Source: an optimization exercise on an open RTL-to-GDS flow (aim: small area and a short achievable clock period). Production flows keep margins and buffers that such runs may drop. RTL that was checked went through simulation tests only; none was proved equivalent to the original. No functional check of the RTL was part of run 2.

==> flow/design.v (outline; a module is shown in full before it is edited, if it fits) <==
// module gardner_ted: 781 lines
// module loop_filter_pi: 311 lines
// module symbol_nco: 32 lines
// module timing_recovery_top: 39 lines
module timing_recovery_top (
  input  logic               clk,
  input  logic               reset_n,
  input  logic [31:0]        sample_i,     
  output logic [31:0]        sym_o,        
  output logic               sym_valid_o,
  output logic [18:0]        err_o,        
  output logic signed [11:0] ctrl_o
);
  // ...
==> flow/flow/run.sh <==
#!/bin/bash
# The standard layout (the standard.sh) with these make settings: SETUP_SLACK_MARGIN=6
# (ADDER_MAP_FILE empty leaves adders to ABC instead of full/half-adder cells;
# registers are mapped as in the standard synthesis. SETUP_SLACK_MARGIN makes the
# timing repair aim for that much setup slack.)
set -euo pipefail
bash standard.sh SETUP_SLACK_MARGIN=6 finish > standard_flow.log 2>&1
==> flow/standard.sh <==
#!/bin/bash
# synth_recipe.tcl (not shown) runs the flow's synth.tcl, then flattens the netlist and writes it again
# the make line also repeats each setting of config.mk as NAME=value (left out here)
make -C /OpenROAD-flow-scripts/flow DESIGN_CONFIG=/design/flow/config.mk WORK_HOME=/design/flow/orfs CLKGATE_MAP_FILE= SYNTH_SCRIPT=/design/flow/synth_recipe.tcl "${@:-finish}"
==> flow/config.mk <==
export PLATFORM = sky130hd
export DESIGN_NAME = timing_recovery_top
export DESIGN_NICKNAME = timing_recovery_top
export VERILOG_FILES = /design/flow/design.v
export SDC_FILE = /design/flow/constraint.sdc
export NUM_CORES = 4
export LEC_CHECK = 0
export CAP_MARGIN = 20
export CORE_MARGIN = 2
export CORE_UTILIZATION = 40
export SLEW_MARGIN = 20
==> flow/constraint.sdc <==
create_clock -name core_clock -period 12.0 [get_ports {clk}]
set_input_delay 2.4000 -clock core_clock [delete_from_list [all_inputs] [get_ports {clk}]]
set_output_delay 2.4000 -clock core_clock [all_outputs]
set_load 0.01 [all_outputs]
==> run summary, run 1 <==
* Most used cell, CP: fa_2
* Final core occ at 47.0%
* Most numerous cell in the Yosys netlist: dfxtp_1
* Chip width at ~250 um
* Post-synth ARST share at 0%
* Initial Util at 40.6%
* Arrival time worst endpoint at 6.38 ns
* Postcts setup bufs at 17
* Biggest register: u_ted.dline
* HPWL Detailed at 46100 um
* Outcome: timing/DRC/antenna clean
* Register area share after synthesis at 37.4%
* Number of non-clock buffers in the layout at ~160
* Critical path class: in -> reg
* Grt ovf at 0
* Seq cells at about 430
* # clock sinks at around 430
* TNS Setup at 0 ns
* Hold Crit Class: reg -> reg
* PortBufs at 97
* Layout net count at 2630
* CTS Root Cell: clkbuf_16
* Met1 Wirelength at 26900 um
* Synth Register Bits at 429
* Metal3 WL at 3130 um
* Final period utilization at about 49%
* Cells along the critical path: buf_6 -> bufbuf_16 -> a22oi_2 -> xnor2_2 -> fa_2 -> fa_2 -> fa_2 -> fa_2 -> fa_1 -> inv_2 -> fa_2 -> fa_2 -> xnor2_2 -> xnor2_1
* Fmax at 169 MHz
* Synth Cell Area at 23500 um2
* CTS resizes at 104
* Most frequent cells in the layout: 406 x dfxtp_1, 240 x inv_1, 193 x fa_1
* Final WS setup at 6.08 ns
* Period minus WS final at 5.92 ns
==> module symbol_nco, before the edit <==
module symbol_nco (
  input  logic               clk,
  input  logic               reset_n,
  input  logic signed [11:0] ctrl_i,        
  output logic               sym_strobe_o,  
  output logic               hp_load_o      
);
  localparam int MOD = 81920;   
  logic [16:0] phase;
  logic [12:0] incr;
  logic [16:0] sum;
  logic        wrap;
  logic        strobe_q;
  logic [17:0] ahead;
  logic [2:0]  la_q;    
  assign incr = 13'd4096 + {ctrl_i[11], ctrl_i};   
  assign sum  = phase + 17'(incr);                 
  assign wrap = (sum >= 17'(MOD));
  assign ahead = 18'(phase) + 18'({incr, 1'b0}) + 18'({incr, 3'b000});
  always_ff @(posedge clk) begin
    if (!reset_n) begin
      phase    <= '0;
      strobe_q <= 1'b0;
    end else begin
      phase    <= wrap ? 17'(sum - 17'(MOD)) : sum;
      strobe_q <= wrap;
    end
    la_q <= {la_q[1:0], (ahead < 18'(MOD))};
  end
  assign sym_strobe_o = strobe_q;
  assign hp_load_o    = la_q[2];
endmodule
==> module timing_recovery_top, before the edit <==
module timing_recovery_top (
  input  logic               clk,
  input  logic               reset_n,
  input  logic [31:0]        sample_i,     
  output logic [31:0]        sym_o,        
  output logic               sym_valid_o,
  output logic [18:0]        err_o,        
  output logic signed [11:0] ctrl_o
);
  logic               sym_strobe;   
  logic               hp_load;       
  logic [18:0]        err;          
  logic signed [11:0] ctrl;         
  gardner_ted u_ted (
    .clk          (clk),
    .reset_n      (reset_n),
    .sample_i     (sample_i),
    .sym_strobe_i (sym_strobe),
    .hp_load_i     (hp_load),
    .err_o        (err),
    .sym_o        (sym_o),
    .sym_valid_o  (sym_valid_o)
  );
  loop_filter_pi u_lf (
    .clk     (clk),
    .reset_n (reset_n),
    .err_i   (err),
    .ctrl_o  (ctrl)
  );
  symbol_nco u_nco (
    .clk          (clk),
    .reset_n      (reset_n),
    .ctrl_i       (ctrl),
    .sym_strobe_o (sym_strobe),
    .hp_load_o     (hp_load)
  );
  assign err_o  = err;
  assign ctrl_o = ctrl;
endmodule
==> inputs of run 2 (changes only) <==
--- a/flow/design.v
+++ b/flow/design.v
@@ -1,31 +1,32 @@
 `timescale 1ns/100ps
 `default_nettype none
 module gardner_ted (
   input  logic        clk,
   input  logic        reset_n,
   input  logic [31:0] sample_i,       
   input  logic        sym_strobe_i,   
   input  logic        hp_load_i,      
+  input  logic        dsel_i,         
   output logic [18:0] err_o,          
   output logic [31:0] sym_o,          
   output logic        sym_valid_o
 );
   logic [31:0] dline [1:10];
   logic [20:0] hp_q;    
   always_ff @(posedge clk) begin
     dline[1] <= sample_i;
     for (int k = 2; k <= 10; k++) dline[k] <= dline[k-1];
   end
   logic        stb;
   logic [31:0] dg, mm;
   logic [15:0] g_i, g_q, m_i, m_q;
   assign stb = sym_strobe_i;
-  assign dg  = stb ? dline[9] : dline[10];
+  assign dg  = dsel_i ? dline[10] : dline[9];
   assign mm  = sample_i;
   assign g_i = dg[31:16];
   assign g_q = dg[15:0];
   assign m_i = mm[31:16];
   assign m_q = mm[15:0];
   logic [7:0] one_i, two_i, neg_i, one_q, two_q, neg_q;
   always_comb begin
     for (int k = 0; k < 8; k++) begin
@@ -1098,17 +1099,18 @@
 `default_nettype wire
 `timescale 1ns/100ps
 `default_nettype none
 module symbol_nco (
   input  logic               clk,
   input  logic               reset_n,
   input  logic signed [11:0] ctrl_i,        
   output logic               sym_strobe_o,  
-  output logic               hp_load_o      
+  output logic               hp_load_o,     
+  output logic               dsel_o         
 );
   localparam int MOD = 81920;   
   logic [16:0] phase;
   logic [12:0] incr;
   logic [16:0] sum;
   logic        wrap;
   logic        strobe_q;
   logic [17:0] ahead;
@@ -1124,52 +1126,56 @@
     end else begin
       phase    <= wrap ? 17'(sum - 17'(MOD)) : sum;
       strobe_q <= wrap;
     end
     la_q <= {la_q[1:0], (ahead < 18'(MOD))};
   end
   assign sym_strobe_o = strobe_q;
   assign hp_load_o    = la_q[2];
+  assign dsel_o       = la_q[1];
 endmodule
 `default_nettype wire
 `timescale 1ns/100ps
 `default_nettype none
 module timing_recovery_top (
   input  logic               clk,
   input  logic               reset_n,
   input  logic [31:0]        sample_i,     
   output logic [31:0]        sym_o,        
   output logic               sym_valid_o,
   output logic [18:0]        err_o,        
   output logic signed [11:0] ctrl_o
 );
   logic               sym_strobe;   
   logic               hp_load;       
+  logic               dsel;          
   logic [18:0]        err;          
   logic signed [11:0] ctrl;         
   gardner_ted u_ted (
     .clk          (clk),
     .reset_n      (reset_n),
     .sample_i     (sample_i),
     .sym_strobe_i (sym_strobe),
     .hp_load_i     (hp_load),
+    .dsel_i        (dsel),
     .err_o        (err),
     .sym_o        (sym_o),
     .sym_valid_o  (sym_valid_o)
   );
   loop_filter_pi u_lf (
     .clk     (clk),
     .reset_n (reset_n),
     .err_i   (err),
     .ctrl_o  (ctrl)
   );
   symbol_nco u_nco (
     .clk          (clk),
     .reset_n      (reset_n),
     .ctrl_i       (ctrl),
     .sym_strobe_o (sym_strobe),
-    .hp_load_o     (hp_load)
+    .hp_load_o     (hp_load),
+    .dsel_o        (dsel)
   );
   assign err_o  = err;
   assign ctrl_o = ctrl;
 endmodule
 `default_nettype wire
==> flow/flow/run.sh (replaced) <==
#!/bin/bash
set -euo pipefail
bash standard.sh SETUP_SLACK_MARGIN=6 finish > standard_flow.log 2>&1
==> run 2 against run 1 <==
  * Synthesized area is 0.79% higher
  * Design area is 0.80% higher
  * Count of clock-buffer cells in the layout is 3 lower
  * Fmax is 1.3% lower
  * Wire length is 1.2% lower
  * Sequential cell count stayed put
  * Highest routed layer unchanged
  * Die area is 0.78% higher
  * Critical path depth is 6 lower
==> run summary, run 2 <==
* Post-synthesis xor/xnor area fraction at 9.97% (was 9.99%)
* Fill cells at 5419 (was 5466)
* Final period utilization at 50.0% (was 49.3%)
* TritonCTS clock tree: built (unchanged)
* Max reg flops at 320 (unchanged)
* Vias in the first global route at 16500 (was 16300)
* Syn Nets at 2575 (was 2546)
* Post-synthesis mux area share at 3.01% (was 2.89%)
* Hold depth at 0 (unchanged)
* Ant diodes at 0 (unchanged)
* TritonCTS Buffers at 46 (unchanged)
* Worst-case clock skew at 0.0163 ns (was 0.0223 ns)
* Synth Register Bits at 429 (unchanged)
* Number of max-slew violations in the final report at 0 (unchanged)
* HPWL Detailed at 46300 um (was 46100 um)
* Critical Path RT at 9.60 ns (was 12.46 ns)
* Top flop regs: u_ted.dline: 320 flops, u_ted.t_q: 42 flops, u_ted.hp_q: 21 flops (unchanged)
* Total number of vias at 16100 (was 16000)
* Biggest register: u_ted.dline (unchanged)
* # clock sinks at 429 (unchanged)
* Simple-Gate Fraction of Synth Area at 5.75% (was 5.17%)
* CTS Root Cell: clkbuf_16 (unchanged)
* Dpl ws at 4.84 ns (was 4.86 ns)
* PortBufs at 97 (unchanged)
* Outcome: timing/DRC/antenna clean (unchanged)
* Worst-path cell with the longest stage delay: clkdlybuf4s50_1 (was fa_1)
* Chip width at 247 um (was 246 um)
* Critical path class: reg -> out (was in -> reg)
* Placed Cells at 2979 (was 2949)
* Delay-heaviest family, CP: buffers and inverters (was adder cells)
* HP Start: u_ted.dline[4][13] (was u_ted.dline[8][23])
* DRC errors left at 0 (unchanged)
* Register area share after synthesis at 37.1% (was 37.4%)
* Worst reg-to-reg path cell count at 18 (was 20)
* Synth Area in Adders at 24.2% (was 24.4%)
* Final WS setup at 6.00 ns (was 6.08 ns)
* Worst-path clk slew at 0.07 ns (was 0.06 ns)
* Slew margin rel. at 25.3% (was 33.8%)
* Ranking of synthesized cells by area: dfxtp_1 34%, fa_1 17%, ha_1 6.8%, xnor2_1 6.6%, a22oi_1 5.6% (was dfxtp_1 35%, fa_1 18%, xnor2_1 6.9%, ha_1 6.8%, a22oi_1 5.7%)
* Crit end category: output pin (was flip-flop)
* Number of non-filler instances in the completed layout at 3083 (was 3062)
* Reg2reg start: u_ted.t_q[11] (was u_nco.strobe_q)
* Worst-Margin Slew at 1.12 ns (was 0.986 ns)
* Endpoints failing setup at 0 (unchanged)
* First-pass GRT wire length at 96800 um (was 97200 um)
* Area grow syn2layout at 15.8% (was 15.7%)
* Arrival time worst endpoint at 3.60 ns (was 6.38 ns)
* Die area at 61200 um2 (was 60700 um2)
* WP buf/inv at 2 (was 3)
* Synth top cells by count: 408 x dfxtp_1, 253 x inv_1, 206 x fa_1, 178 x a22oi_1, 178 x xnor2_1 (was 408 x dfxtp_1, 247 x inv_1, 206 x fa_1, 186 x xnor2_1, 179 x a22oi_1)
* Post-synth EDFFs at 21 (unchanged)
* Commonest non-fill, non-tap cell in the layout: dfxtp_1 (unchanged)
* GR Util met3 at 3.81% (was 2.52%)
* Synth Cell Area at 23700 um2 (was 23500 um2)
* Mapped Cells at 2207 (was 2178)
* Final hold vios at 0 (unchanged)
* Hold endpoint: u_ted.dline[5][13] (was u_ted.dline[9][23])
* Fmax at 167 MHz (was 169 MHz)
* Routed wire length at 61700 um (was 62400 um)
* Netlist cell types at 83 (was 75)
* Synth Area per Inst at 10.7 um2 (was 10.8 um2)
* CP max FO at 6 (was 5)
* Synth top area share at 34.5% (was 34.7%)
* Initial DRC Count at 1231 (was 1158)
* IO Pins at 98 (unchanged)
* Layout net count at 2643 (was 2630)
* Hold Crit Class: reg -> reg (unchanged)
* DR pass1 iterations at 5 (was 6)
* RSZ-0062 raised after global routing: yes (was no)
* Most frequent cells in the layout: 407 x dfxtp_1, 247 x inv_1, 193 x fa_1 (was 406 x dfxtp_1, 240 x inv_1, 193 x fa_1)
* Main combinational cell family by area after synthesis: adder cells (unchanged)
* Most numerous cell in the Yosys netlist: dfxtp_1 (unchanged)
* M1 GR Usage at 29.3% (was 27.6%)
* Routed len/inst at 20.0 um (was 20.4 um)
* Largest net degree at the start of global routing at 29 (was 35)
* Initial antenna violation count at 0 (unchanged)
* RR Endpoint: u_lf.ctrl_q[2] (was u_ted.t_q[41])
* TNS Setup at 0 ns (unchanged)
* Crit path largest cell delay at 0.61 ns (was 0.50 ns)
* Post-synthesis compound-gate area fraction at 13.6% (was 13.7%)
* Average vias per placed instance at 5.21 (was 5.22)
* Period minus WS final at 6.00 ns (was 5.92 ns)
* Core area at 58800 um2 (was 57900 um2)
* Die H at 247 um (was 246 um)
* Synth warn at 4 (unchanged)
* Met2 Track Usage GR at 31.8% (was 35.2%)
* Initial Util at 40.3% (was 40.6%)
* Number of max-cap violations at 0 (unchanged)
* GR Util All Layers at 20.5% (was 20.9%)
* Ys flop type: dfxtp_1 (unchanged)
* Crit start category: flip-flop (was input port)
* Cells along the critical path: ha_1 -> ha_1 -> a21oi_2 -> nand3_1 -> o31ai_2 -> xor2_4 -> inv_1 -> clkdlybuf4s50_1 (was buf_6 -> bufbuf_16 -> a22oi_2 -> xnor2_2 -> fa_2 -> fa_2 -> fa_2 -> fa_2 -> fa_1 -> inv_2 -> fa_2 -> fa_2 -> xnor2_2 -> xnor2_1)
* H-tree depth at 2 (unchanged)
* Clock latency (worst-skew pair) at 0.58 ns (about the same)
* GPL Wtd Cong at 0.903 (was 0.937)
* Most used cell, CP: ha_1 (was fa_2)
* Share of layout cells above drive strength 1 at 11.4% (was 12.0%)
* Maximum root-to-sink buffer count at 3 (unchanged)
* Cell taking the most area after synthesis: dfxtp_1 (unchanged)
* Row cnt at 89 (was 88)
* Final ANT Viol Nets at 0 (unchanged)
* Post-synth ARST share at 0% (unchanged)
* Global routing's busiest layer: met2 (unchanged)
* Grt ovf at 0 (unchanged)
==> run 2: changes by cell type in the layout (fill, tap and decap cells not counted), moves of 6 or more <==
| cell | before | now |
|---|---|---|
| buf_4 | 58 | 39 |
| inv_1 | 240 | 247 |
| nand2b_1 | 25 | 14 |
| o31ai_1 | 10 | 3 |
| clkbuf_1 | 9 | 3 |
| a21oi_1 | 81 | 69 |
| a22oi_2 | 16 | 10 |
| clkdlybuf4s15_2 | 2 | 13 |
| a21o_1 | 16 | 22 |
| nand2_1 | 65 | 72 |
| o21ai_1 | 8 | 16 |
| xnor2_1 | 182 | 172 |
| clkbuf_4 | 9 | 0 |
==> run 2: worst max-delay path by stage <==
stage / start / end / slack (ns) / depth (start not counted)
2_1_floorplan: sample_i[22] / u_ted.t_q[41] / 5.87 / 16
3_3_place_gp: sample_i[20] / u_ted.t_q[26] / 4.87 / 13
3_5_place_dp: sample_i[20] / u_ted.t_q[41] / 4.84 / 15
4_1_cts: u_ted.t_q[19] / err_o[16] / 5.89 / 9
5_1_grt: u_ted.t_q[9] / err_o[16] / 5.87 / 10
6_report: u_ted.t_q[23] / err_o[15] / 6.00 / 8
==> run 2: what timing repair did <==
action                     CTS  global route
setup endpoints to repair   37            30
pin swaps                    4             9
resized for setup          111            72
hold buffers                 0             0
cloned                       0             1
buffers inserted             9            11
hold endpoints to repair     0             0
==> run 2: per-layer routing <==
layer	wire, um	part of all wire (%)	up-vias
li1	-	-	7531
met1	29000	47	7976
met2	27500	45	463
met3	3810	6.2	85
met4	1400	2.3	0
met5	0	0	-
==> run 2: final cells by class <==
type	count	area (um2)	share of cell area, %
Multi-Input combinational cell	1399	13800	50.3
Clock inverter	26	253	0.922
Clock buffer	57	1280	4.68
Sequential cell	429	8800	32.1
Tap cell	773	967	3.53
Inverter	256	975	3.55
Timing Repair Buffer	143	1350	4.93
==> run 2: logic make-up after synthesis <==
| kind of cell | count (synthesis) |
|---|---|
| AO/OA/AOI/OAI | 456 |
| XOR/XNOR | 267 |
| adder cells (fa/ha/maj) | 334 |
| buffers and inverters | 379 |
| flip-flops | 429 |
| multiplexers | 70 |
| AND/OR/NAND/NOR | 272 |
==> run 2: metrics by stage <==
stage	hold WS [ns]	util, %	instance area, um2
finish	0.316	46.6	27400
global route	0.324	46.6	27400
CTS	0.317	46.2	27200
detailed placement	0.312	43.1	25400
floorplan	0.310	-	23900
global placement	0.310	43.1	25400

-- afterwards: timing with drivers on the ports --
The results above use ideal ports. As a check the final layouts listed here were re-extracted and re-timed, cells and wires unchanged. Step 1 (the two cells are an assumption about what drives the block):
set clk [get_ports {clk}]
set_driving_cell -lib_cell sky130_fd_sc_hd__clkbuf_16 $clk
set_driving_cell -lib_cell sky130_fd_sc_hd__buf_2 [delete_from_list [all_inputs] $clk]
Step 2, shift: input delay + t, output delay - t, t = (earliest + latest rising clock arrival at the registers) / 2. This alone moves slack from input paths to output paths. a / b / c = ideal ports / drivers / drivers and shift; a / b = the first two.
run	shift t [ns]	setup slack, ns	worst setup path at the end	latest minus earliest clock arrival (ns)	slew at the worst register clock pin (ns)
run 1	0.635	6.085 / 6.086 / 5.481	input to register	0.027 / 0.026	0.06 / 0.06
run 2	0.635	6.005 / 5.940 / 5.416	input to register	0.018 / 0.018	0.07 / 0.07
After both steps every run listed still meets setup and hold. For run 1, which loses most, drivers alone change the setup slack by +0.001 ns; drivers and shift together by -0.604 ns.
